Background: an optimization exercise with open tools, aiming at small area, a short achievable clock period and few clock cycles per item. Do not read the settings as production practice.
At most, simulation tests tie the RTL to the original design; equivalence was not proved.
No activity file was given, so power comes from the tool's default toggle rates.

run A:
==> flow/design.v (excerpt) <==
module t2_header_top (
    input  logic                clk,
    input  logic                rst_n,
    input  logic                zb_valid_i,
    input  t2_pkg::zb_t         zb_data_i,
    output logic                zb_ready_o,
    input  logic                pass_valid_i,
    input  t2_pkg::pass_t       pass_data_i,
    output logic                pass_ready_o,
    output logic                hdr_valid_o,
    output logic                hdr_last_o,
    output t2_pkg::field_t      hdr_data_o,
    output t2_pkg::bit_cnt_t    hdr_bit_cnt_o,
    output logic                hdr_insert_zero_o,
    input  logic                hdr_ready_i
);
Settings: LEC_CHECK=0, ABC_CLOCK_PERIOD_IN_PS=2000, CAP_MARGIN=20, CORE_MARGIN=2, CORE_UTILIZATION=55, CTS_CLUSTER_DIAMETER=80, CTS_CLUSTER_SIZE=25, SETUP_SLACK_MARGIN=3.2, SLEW_MARGIN=20; clock period 5.5 ns.
run.sh (not shown) runs the stock make flow with config.mk's settings and CLKGATE_MAP_FILE= SYNTH_SCRIPT=/design/flow/synth_recipe.tcl, a recipe that flattens the netlist after the stock synthesis.
Run A | status: complete | timing, DRC, antenna: pass
Testbench counts of run A, summed over its fixed seeds: cycles 10,168, packets 64.
Here is what was changed in the inputs of run B compared with run A.
- CTS_CLUSTER_DIAMETER: 80 -> 90
- CTS_CLUSTER_SIZE: 25 -> 32
- ABC_CLOCK_PERIOD_IN_PS: 2000 -> unset
- ABC_AREA: unset -> 1
- Run B reached the final stage; the timing, DRC and antenna checks on its layout passed.
- In run B, critical path depth is lower than in run A.
- On multi-input gate share of the layout cell area, run B tracks run A almost exactly.
- Run B against run A: area used by multi-input combinational logic went up about 3.3%; combined buffer and inverter count along the critical path moved up; wire length reported by the detailed router went down by 2.2%.
- Run B vs run A: setup slack down in run B
- The lower portion of netlist area occupied by mux cells of run B and run A is in run B.
- Core area, run B and run A, lower one = run A.
- In the metrics for run B and run A, the one carrying the lower number of iterations in the first detailed-routing pass is run A.
- Static power due to leakage (lower): run A
- Total die area up 640 um^2 in run B wrt run A
What run C does differently from run B at the input level:
- swapping 90 for 80 in CTS_CLUSTER_DIAMETER
- putting CTS_BUF_LIST at sky130_fd_sc_hd__clkbuf_8 sky130_fd_sc_hd__clkbuf_16 where nothing was set
- swapping 32 for 25 in CTS_CLUSTER_SIZE
Notes after the runs:
Reported for run C and run B, number of sequential cells turned out identical to the last digit. Going from run B to run C, tightest hold margin grows by 32 ps. Total clock buffers created by CTS (higher): run C.
What run D does differently from run C at the input level:
- a deleted ABC_AREA that had been 1
- a change of CORE_UTILIZATION from 55 to 65
- a deleted CTS_BUF_LIST that had been sky130_fd_sc_hd__clkbuf_8 sky130_fd_sc_hd__clkbuf_16
--- outcome ---
- Compared with run C, run D shows a worst hold slack that is 67 ps lower.
- Of the two values seen for classification of the worst-slack hold path, in -> async was produced by run D and reg -> reg by run C.
- Run C ended up with zb_ready_o as its worst setup path endpoint; run D ended up with hdr_data_o[26].
- Run C → run D: wire length lower, portion of total power attributed to combinational logic lower.
Modified inputs, run E compared to run D
- ABC_AREA newly set to 1
- CORE_UTILIZATION changed from 65 to 55
==> summary.txt <==
- Compared with run D, the router placed more vias in run E.
- Status: adder-cell area share of the yosys netlist parity (run E, run D)
- In the reports for run E and run D, the larger initial core utilization belongs to run D.
- Run D → run E: design area increased by about 3% relative to the old numbers, worst setup slack increased by 93 ps relative to the old numbers, number of buffers inserted during clock tree synthesis increased by about 11% relative to the old numbers, total power after layout increased by 1900 uW relative to the old numbers.
- Looking at top fanout value on the critical path across run E and run D, the one that comes out lower is run E.
- Run E: done, clean on timing, DRC and antenna
- | slack of the worst reg-to-reg path | run E vs run D | 80 ps higher |

* * *

juniper:
The RTL this note starts from:
==> flow/design.v <==
`default_nettype none
`default_nettype wire
`default_nettype none
package t2_pkg;
    typedef logic [6-1:0]              zb_t;
    typedef logic [9-1:0]            pass_t;
    typedef logic [32-1:0]           field_t;
    typedef logic [6-1:0]          bit_cnt_t;
    typedef logic [$clog2(8)-1:0]      cb_coord_t;
    typedef logic [16-1:0]         pkt_index_t;
    typedef enum logic [2:0] {
        HDR_IDLE,
        HDR_SOP,
        HDR_INDEX,
        HDR_TAG,
        HDR_PASS,
        HDR_LAST_WAIT
    } hdr_state_t;
endpackage
`default_nettype wire
`timescale 1ns/1ps
`default_nettype none
module t2_header_top (
    input  logic                clk,
    input  logic                rst_n,
    input  logic                zb_valid_i,
    input  t2_pkg::zb_t         zb_data_i,
    output logic                zb_ready_o,
    input  logic                pass_valid_i,
    input  t2_pkg::pass_t       pass_data_i,
    output logic                pass_ready_o,
    output logic                hdr_valid_o,
    output logic                hdr_last_o,
    output t2_pkg::field_t      hdr_data_o,
    output t2_pkg::bit_cnt_t    hdr_bit_cnt_o,
    output logic                hdr_insert_zero_o,
    input  logic                hdr_ready_i
);
    localparam logic [2:0] F_SOP  = 3'd0;
    localparam logic [2:0] F_IDX  = 3'd1;
    localparam logic [2:0] F_ROOT = 3'd2;
    localparam logic [2:0] F_M4   = 3'd3;
    localparam logic [2:0] F_M2   = 3'd4;
    localparam logic [2:0] F_LEAF = 3'd5;
    localparam logic [2:0] F_CODE = 3'd6;
    logic        in_v;
    logic [5:0]  in_d;
    logic        rdy_q;
    logic        acc;
    logic [6:0]  wcnt;       
    logic [6:0]  rcnt;       
    logic [6:0]  occ;
    logic [5:0]  rf   [16][4];
    logic [5:0]  m4   [4];
    logic [5:0]  root;
    assign zb_ready_o = rdy_q;
    assign acc        = zb_valid_i && rdy_q;
    assign occ        = wcnt - rcnt;
    always_ff @(posedge clk or negedge rst_n) begin
        if (!rst_n) begin
            in_v  <= 1'b0;
            rdy_q <= 1'b1;
            wcnt  <= '0;
        end else begin
            in_v <= acc;
            if (in_v) wcnt <= wcnt + 7'd1;
            case (occ)
                7'd62:   rdy_q <= !(in_v && acc);
                7'd63:   rdy_q <= !(in_v || acc);
                7'd64:   rdy_q <= 1'b0;
                default: rdy_q <= 1'b1;
            endcase
        end
    end
    always_ff @(posedge clk) begin
        if (acc) in_d <= zb_data_i;
    end
    logic [5:0] wp;
    logic [1:0] q_w;
    logic [5:0] m4_old;
    assign wp  = wcnt[5:0];
    assign q_w = {wp[5], wp[2]};
    assign m4_old = m4[q_w];
    always_ff @(posedge clk) begin
        if (in_v) begin
            rf[{wp[5:4], wp[2:1]}][{wp[3], wp[0]}] <= in_d;
            if (wp == 6'd0 || in_d < root) root <= in_d;
            if ((wp[4:3] == 2'b00 && wp[1:0] == 2'b00) || in_d < m4_old) m4[q_w] <= in_d;
        end
    end
    logic        pb_v;
    logic [8:0]  pb_d;
    assign pass_ready_o = !pb_v;
    logic [2:0]  ft;          
    logic [15:0] pkt_idx;
    logic        is_sop;
    logic [15:0] dat_q;
    logic        ld_en, avail, ld;
    logic [5:0]  blk;
    logic        full;
    assign blk  = rcnt[5:0];
    assign full = (occ == 7'd64);
    always_comb begin
        case (ft)
            F_SOP:   avail = (occ != 7'd0);    
            F_ROOT:  avail = full;
            F_CODE:  avail = pb_v;
            default: avail = 1'b1;
        endcase
    end
    assign ld_en = !hdr_valid_o || hdr_ready_i;
    assign ld    = ld_en && avail;
    logic [8:0]  d3, d6, d37;
    logic [15:0] code_d;
    logic [5:0]  code_b;
    assign d3  = pb_d - 9'd3;
    assign d6  = pb_d - 9'd6;
    assign d37 = pb_d - 9'd37;
    always_comb begin
        if (pb_d == 9'd1) begin
            code_d = 16'd0;                   code_b = 6'd1;
        end else if (pb_d == 9'd2) begin
            code_d = 16'd2;                   code_b = 6'd2;
        end else if (pb_d <= 9'd5) begin
            code_d = {12'd0, 2'b11, d3[1:0]}; code_b = 6'd4;
        end else if (pb_d <= 9'd36) begin
            code_d = {7'd0, 4'hf, d6[4:0]};   code_b = 6'd9;
        end else begin
            code_d = {9'h1ff, d37[6:0]};      code_b = 6'd16;
        end
    end
    function automatic logic [5:0] min2(input logic [5:0] a, input logic [5:0] b);
        min2 = (a < b) ? a : b;
    endfunction
    logic [5:0] grp [4];
    logic [5:0] m2_nx;
    always_comb begin
        for (int w = 0; w < 4; w++) grp[w] = rf[{blk[5:4], blk[2:1]}][w];
    end
    always_ff @(posedge clk) begin
        m2_nx <= min2(min2(grp[0], grp[1]), min2(grp[2], grp[3]));
    end
    logic [5:0] tag;
    always_comb begin
        case (ft)
            F_ROOT:  tag = root;
            F_M4:    tag = m4[{blk[5], blk[2]}];
            F_M2:    tag = m2_nx;
            default: tag = grp[{blk[3], blk[0]}];
        endcase
    end
    logic [2:0] ft_blk;
    always_comb begin
        if (blk == 6'd0)                          ft_blk = F_SOP;
        else if (blk[4:3] == 2'b00 && blk[1:0] == 2'b00) ft_blk = F_M4;
        else if (!blk[3] && !blk[0])              ft_blk = F_M2;
        else                                      ft_blk = F_LEAF;
    end
    always_ff @(posedge clk or negedge rst_n) begin
        if (!rst_n) begin
            hdr_valid_o <= 1'b0;
            ft          <= F_SOP;
            rcnt        <= '0;
            pkt_idx     <= '0;
            pb_v        <= 1'b0;
        end else begin
            if (ld_en) hdr_valid_o <= avail;
            if (pass_valid_i && !pb_v) pb_v <= 1'b1;
            else if (ld && ft == F_CODE) pb_v <= 1'b0;
            if (ld) begin
                case (ft)
                    F_SOP:  ft <= F_IDX;
                    F_IDX: begin
                        ft      <= F_ROOT;
                        pkt_idx <= pkt_idx + 16'd1;
                    end
                    F_ROOT: ft <= F_M4;
                    F_M4:   ft <= F_M2;
                    F_M2:   ft <= F_LEAF;
                    F_LEAF: begin
                        ft   <= F_CODE;
                        rcnt <= rcnt + 7'd1;
                    end
                    default: ft <= ft_blk;
                endcase
            end
        end
    end
    always_ff @(posedge clk) begin
        if (pass_valid_i && !pb_v) pb_d <= pass_data_i;
        if (ld) begin
            is_sop <= (ft == F_SOP);
            case (ft)
                F_SOP: begin
                    dat_q             <= 16'h0004;
                    hdr_bit_cnt_o     <= 6'd32;
                    hdr_insert_zero_o <= 1'b0;
                    hdr_last_o        <= 1'b0;
                end
                F_IDX: begin
                    dat_q             <= pkt_idx;
                    hdr_bit_cnt_o     <= 6'd16;
                    hdr_insert_zero_o <= 1'b0;
                    hdr_last_o        <= 1'b0;
                end
                F_CODE: begin
                    dat_q             <= code_d;
                    hdr_bit_cnt_o     <= code_b;
                    hdr_insert_zero_o <= 1'b0;
                    hdr_last_o        <= (blk == 6'd0);
                end
                default: begin
                    dat_q             <= {10'd0, tag};
                    hdr_bit_cnt_o     <= tag + 6'd1;
                    hdr_insert_zero_o <= 1'b1;
                    hdr_last_o        <= 1'b0;
                end
            endcase
        end
    end
    assign hdr_data_o = {{8{is_sop}}, is_sop, 2'b00, is_sop, 3'b000, is_sop, dat_q};
endmodule
`default_nettype wire
==> flow/config.mk <==
export PLATFORM = sky130hd
export DESIGN_NAME = t2_header_top
export DESIGN_NICKNAME = t2_header_top
export VERILOG_FILES = /design/flow/design.v
export SDC_FILE = /design/flow/constraint.sdc
export NUM_CORES = 4
export LEC_CHECK = 0
export CAP_MARGIN = 20
export CORE_MARGIN = 2
export CORE_UTILIZATION = 40
export SETUP_SLACK_MARGIN = 2.5
export SLEW_MARGIN = 20
==> flow/constraint.sdc <==
create_clock -name core_clock -period 5.5 [get_ports {clk}]
set_input_delay 1.1000 -clock core_clock [delete_from_list [all_inputs] [get_ports {clk}]]
set_output_delay 1.1000 -clock core_clock [all_outputs]
set_load 0.01 [all_outputs]
Inputs modified between juniper and quartz:
- SETUP_SLACK_MARGIN now 3.5, was 2.5
==> summary.txt <==
Compared with juniper, quartz shows pin slew with the least headroom to its limit lower by 0.15 ns.
Re post-layout net count: quartz and juniper aren't equal, and the higher value belongs to quartz.
Highest clock frequency the design can meet essentially unchanged between quartz and juniper.
Summary of the comparison: final cell count is higher in quartz, relative to juniper.
In quartz relative to juniper, number of filler cells placed in the layout had gone down by a few percent.
Function was not checked in any run of this note: the RTL went through the layout flow alone.

* * *

Another version of the RTL of t2_header_top (not shown whole).
Size: roughly 63 I/O pins, roughly 24000 um2 of cells after synthesis.
clock: 5.5 ns
lec_check: 0
cap_margin: 20
core_margin: 2
core_utilization: 55
setup_slack_margin: 3.3
slew_margin: 20
The starting point finished with timing, DRC and antenna clean.
Change:
- CTS_BUF_LIST: unset -> sky130_fd_sc_hd__clkbuf_8
After rerunning: Synthesized area is unchanged. Register-to-register slack gains 0.02 ns. Sequential share of layout area is higher by 0.45 points. First-iteration DRC count is higher by 7.9%. Final cell count is higher by 2.5%. Via count is higher by 0.78%. Routed wire length is lower by 0.39%. Global-route usage is higher by 0.30 points. Count of clock-buffer cells in the layout is higher by 34. Combinational power is lower by about 4%.
No run of this note included a check of the RTL's function; only the layout flow was run.

* * *

## the previous run
Another version of the RTL of t2_header_top (not shown whole).
Size in the first run: ~590 flip-flops, ~63 I/O pins.
Settings: LEC_CHECK=0, ABC_AREA=1, CAP_MARGIN=20, CORE_MARGIN=2, CORE_UTILIZATION=55, CTS_CLUSTER_DIAMETER=80, CTS_CLUSTER_SIZE=25, SETUP_SLACK_MARGIN=3.2, SLEW_MARGIN=20; clock period 5.5 ns.
Testbench counts of the previous run, summed over its fixed seeds: cycles 10,184, packets 64.
Edits applied to the flow inputs when going from the previous run to the current run:
Settings: a deleted ABC_AREA that had been 1; a change of SETUP_SLACK_MARGIN from 3.2 to 3.3.
Findings:
The current run finished every step from synthesis to the final layout, and the layout passed the timing, DRC and antenna checks.
The previous run -> the current run: mean routed wirelength per cell increased by more than 10%
Synthesized area for the current run is lower than for the previous run.
Diff the previous run -> the current run | cell depth of the worst flop-to-flop path | decrease of 5
Per the comparison of the current run with the previous run, utilization down 0.45 points; area fraction in compound gates after synthesis up 4.9 points; first-iteration DRC count flat; sequential share of layout area up 1.1 points.
Of the two values seen for commonest non-fill, non-tap cell in the layout, sky130_fd_sc_hd__edfxtp_1 was produced by the current run and sky130_fd_sc_hd__nand2_1 by the previous run.
The current run consumes less power than the previous run does.

* * *

Setup of main:
t2_header_top, a different RTL version from the one above (not shown whole).
Size: about 580 flip-flops.
Settings: LEC_CHECK=0, ABC_AREA=1, CAP_MARGIN=20, CORE_MARGIN=2, CORE_UTILIZATION=55, CTS_CLUSTER_DIAMETER=80, CTS_CLUSTER_SIZE=25, SETUP_SLACK_MARGIN=3.2, SLEW_MARGIN=20; clock period 5.5 ns.
Testbench counts of main, summed over its fixed seeds: cycles 10,176, packets 64.
[inputs] the feature branch vs main
- ABC_AREA: 1 -> unset
[summary]
Relative to main, power of the sequential group has gone down in the feature branch. Delta (the feature branch minus main): total instance count after detailed placement moved down; post-layout instance area moved down. Final layout net count, main and the feature branch: larger value in main. For number of clock-tree buffers in the layout, main and the feature branch come out practically identical. The feature branch contains fewer vias than main.

* * *

t2_header_top, a different RTL version from the one above (not shown whole).
Size: roughly 63 I/O pins.
==> flow/config.mk <==
export PLATFORM = sky130hd
export DESIGN_NAME = t2_header_top
export DESIGN_NICKNAME = t2_header_top
export VERILOG_FILES = /design/flow/design.v
export SDC_FILE = /design/flow/constraint.sdc
export NUM_CORES = 4
export LEC_CHECK = 0
export CAP_MARGIN = 20
export CORE_MARGIN = 2
export CORE_UTILIZATION = 40
export SETUP_SLACK_MARGIN = 3.5
export SLEW_MARGIN = 20
==> flow/constraint.sdc <==
create_clock -name core_clock -period 5.5 [get_ports {clk}]
set_input_delay 1.1000 -clock core_clock [delete_from_list [all_inputs] [get_ports {clk}]]
set_output_delay 1.1000 -clock core_clock [all_outputs]
set_load 0.01 [all_outputs]
The first run completed without violations.
Testbench counts at the start, summed over its fixed seeds: cycles 10,176, packets 64.
Edit:
--- a/flow/config.mk
+++ b/flow/config.mk
@@ -10,3 +10,3 @@
 export CORE_UTILIZATION = 40
-export SETUP_SLACK_MARGIN = 3.5
+export SETUP_SLACK_MARGIN = 3.0
 export SLEW_MARGIN = 20
Outcome:
- The changed run passed the timing, DRC and antenna checks
- total power shrinks by 7.3%
- final area shrinks by 6.4%
- area after synthesis does not change
- setup slack improves by 0.040 ns
- wire length shrinks by 7.0%
- combinational power shrinks by 23%
- register-to-register slack improves by 0.04 ns
- sequential power shrinks by about 0.7%
- flip-flop and latch count does not change
- utilization shrinks by 3.3 points

-- static timing again, ports no longer ideal --
In the flow no input, the clock included, has a driving cell. The finished layouts below were timed again as built, in two steps. Step 1: set_driving_cell puts a clkbuf_16 on clk and a buf_2 on each other input, an assumption about the parent block. Step 2 times the ports against the registers' clock, not the clock port: input delays grow and output delays shrink by t, the midpoint of the rising clock arrivals with the driver on. a / b / c = ideal ports / drivers / drivers and shift; a / b = the first two.
run | t, ns | setup slack, ns | hold WS [ns] | latest minus earliest clock arrival (ns) | cell pins on the clock port's net
run A | 0.654 | 3.169 / 3.159 / 2.576 | 0.464 / 0.464 / 0.464 | 0.030 / 0.030 | 1
run B | 0.651 | 3.137 / 3.079 / 2.599 | 0.446 / 0.413 / 0.473 | 0.046 / 0.046 | 1
run C | 0.669 | 3.210 / 3.152 / 2.609 | 0.479 / 0.479 / 0.479 | 0.049 / 0.050 | 1
run D | 0.647 | 3.117 / 3.063 / 2.608 | 0.411 / 0.382 / 0.466 | 0.033 / 0.033 | 1
run E | 0.667 | 3.210 / 3.152 / 2.611 | 0.478 / 0.478 / 0.478 | 0.045 / 0.045 | 1
juniper | 0.654 | 0.978 / 0.978 / 0.978 | 0.480 / 0.480 / 0.480 | 0.023 / 0.022 | 1
quartz | 0.663 | 0.991 / 0.991 / 0.991 | 0.484 / 0.484 / 0.484 | 0.028 / 0.028 | 1
the first run of note 3 | 0.677 | 3.080 / 3.024 / 2.762 | 0.463 / 0.463 / 0.463 | 0.019 / 0.020 | 1
the second run of note 3 | 0.724 | 3.039 / 2.986 / 2.660 | 0.456 / 0.456 / 0.456 | 0.035 / 0.035 | 1
the previous run | 0.668 | 3.136 / 3.080 / 2.631 | 0.477 / 0.463 / 0.477 | 0.029 / 0.028 | 1
the current run | 0.657 | 3.214 / 3.154 / 2.746 | 0.462 / 0.451 / 0.462 | 0.020 / 0.020 | 1
main | 0.656 | 3.192 / 3.197 / 2.557 | 0.428 / 0.396 / 0.477 | 0.028 / 0.028 | 1
the feature branch | 0.667 | 3.181 / 3.180 / 2.595 | 0.445 / 0.412 / 0.477 | 0.037 / 0.036 | 1
the first run of note 6 | 0.660 | 2.850 / 2.850 / 2.850 | 0.475 / 0.475 / 0.475 | 0.016 / 0.016 | 1
the second run of note 6 | 0.671 | 2.890 / 2.890 / 2.474 | 0.491 / 0.491 / 0.491 | 0.017 / 0.018 | 1
After both steps setup and hold are still met in every run listed. The setup slack of main, which loses most, moves by +0.005 ns with the drivers and by -0.635 ns with both steps.
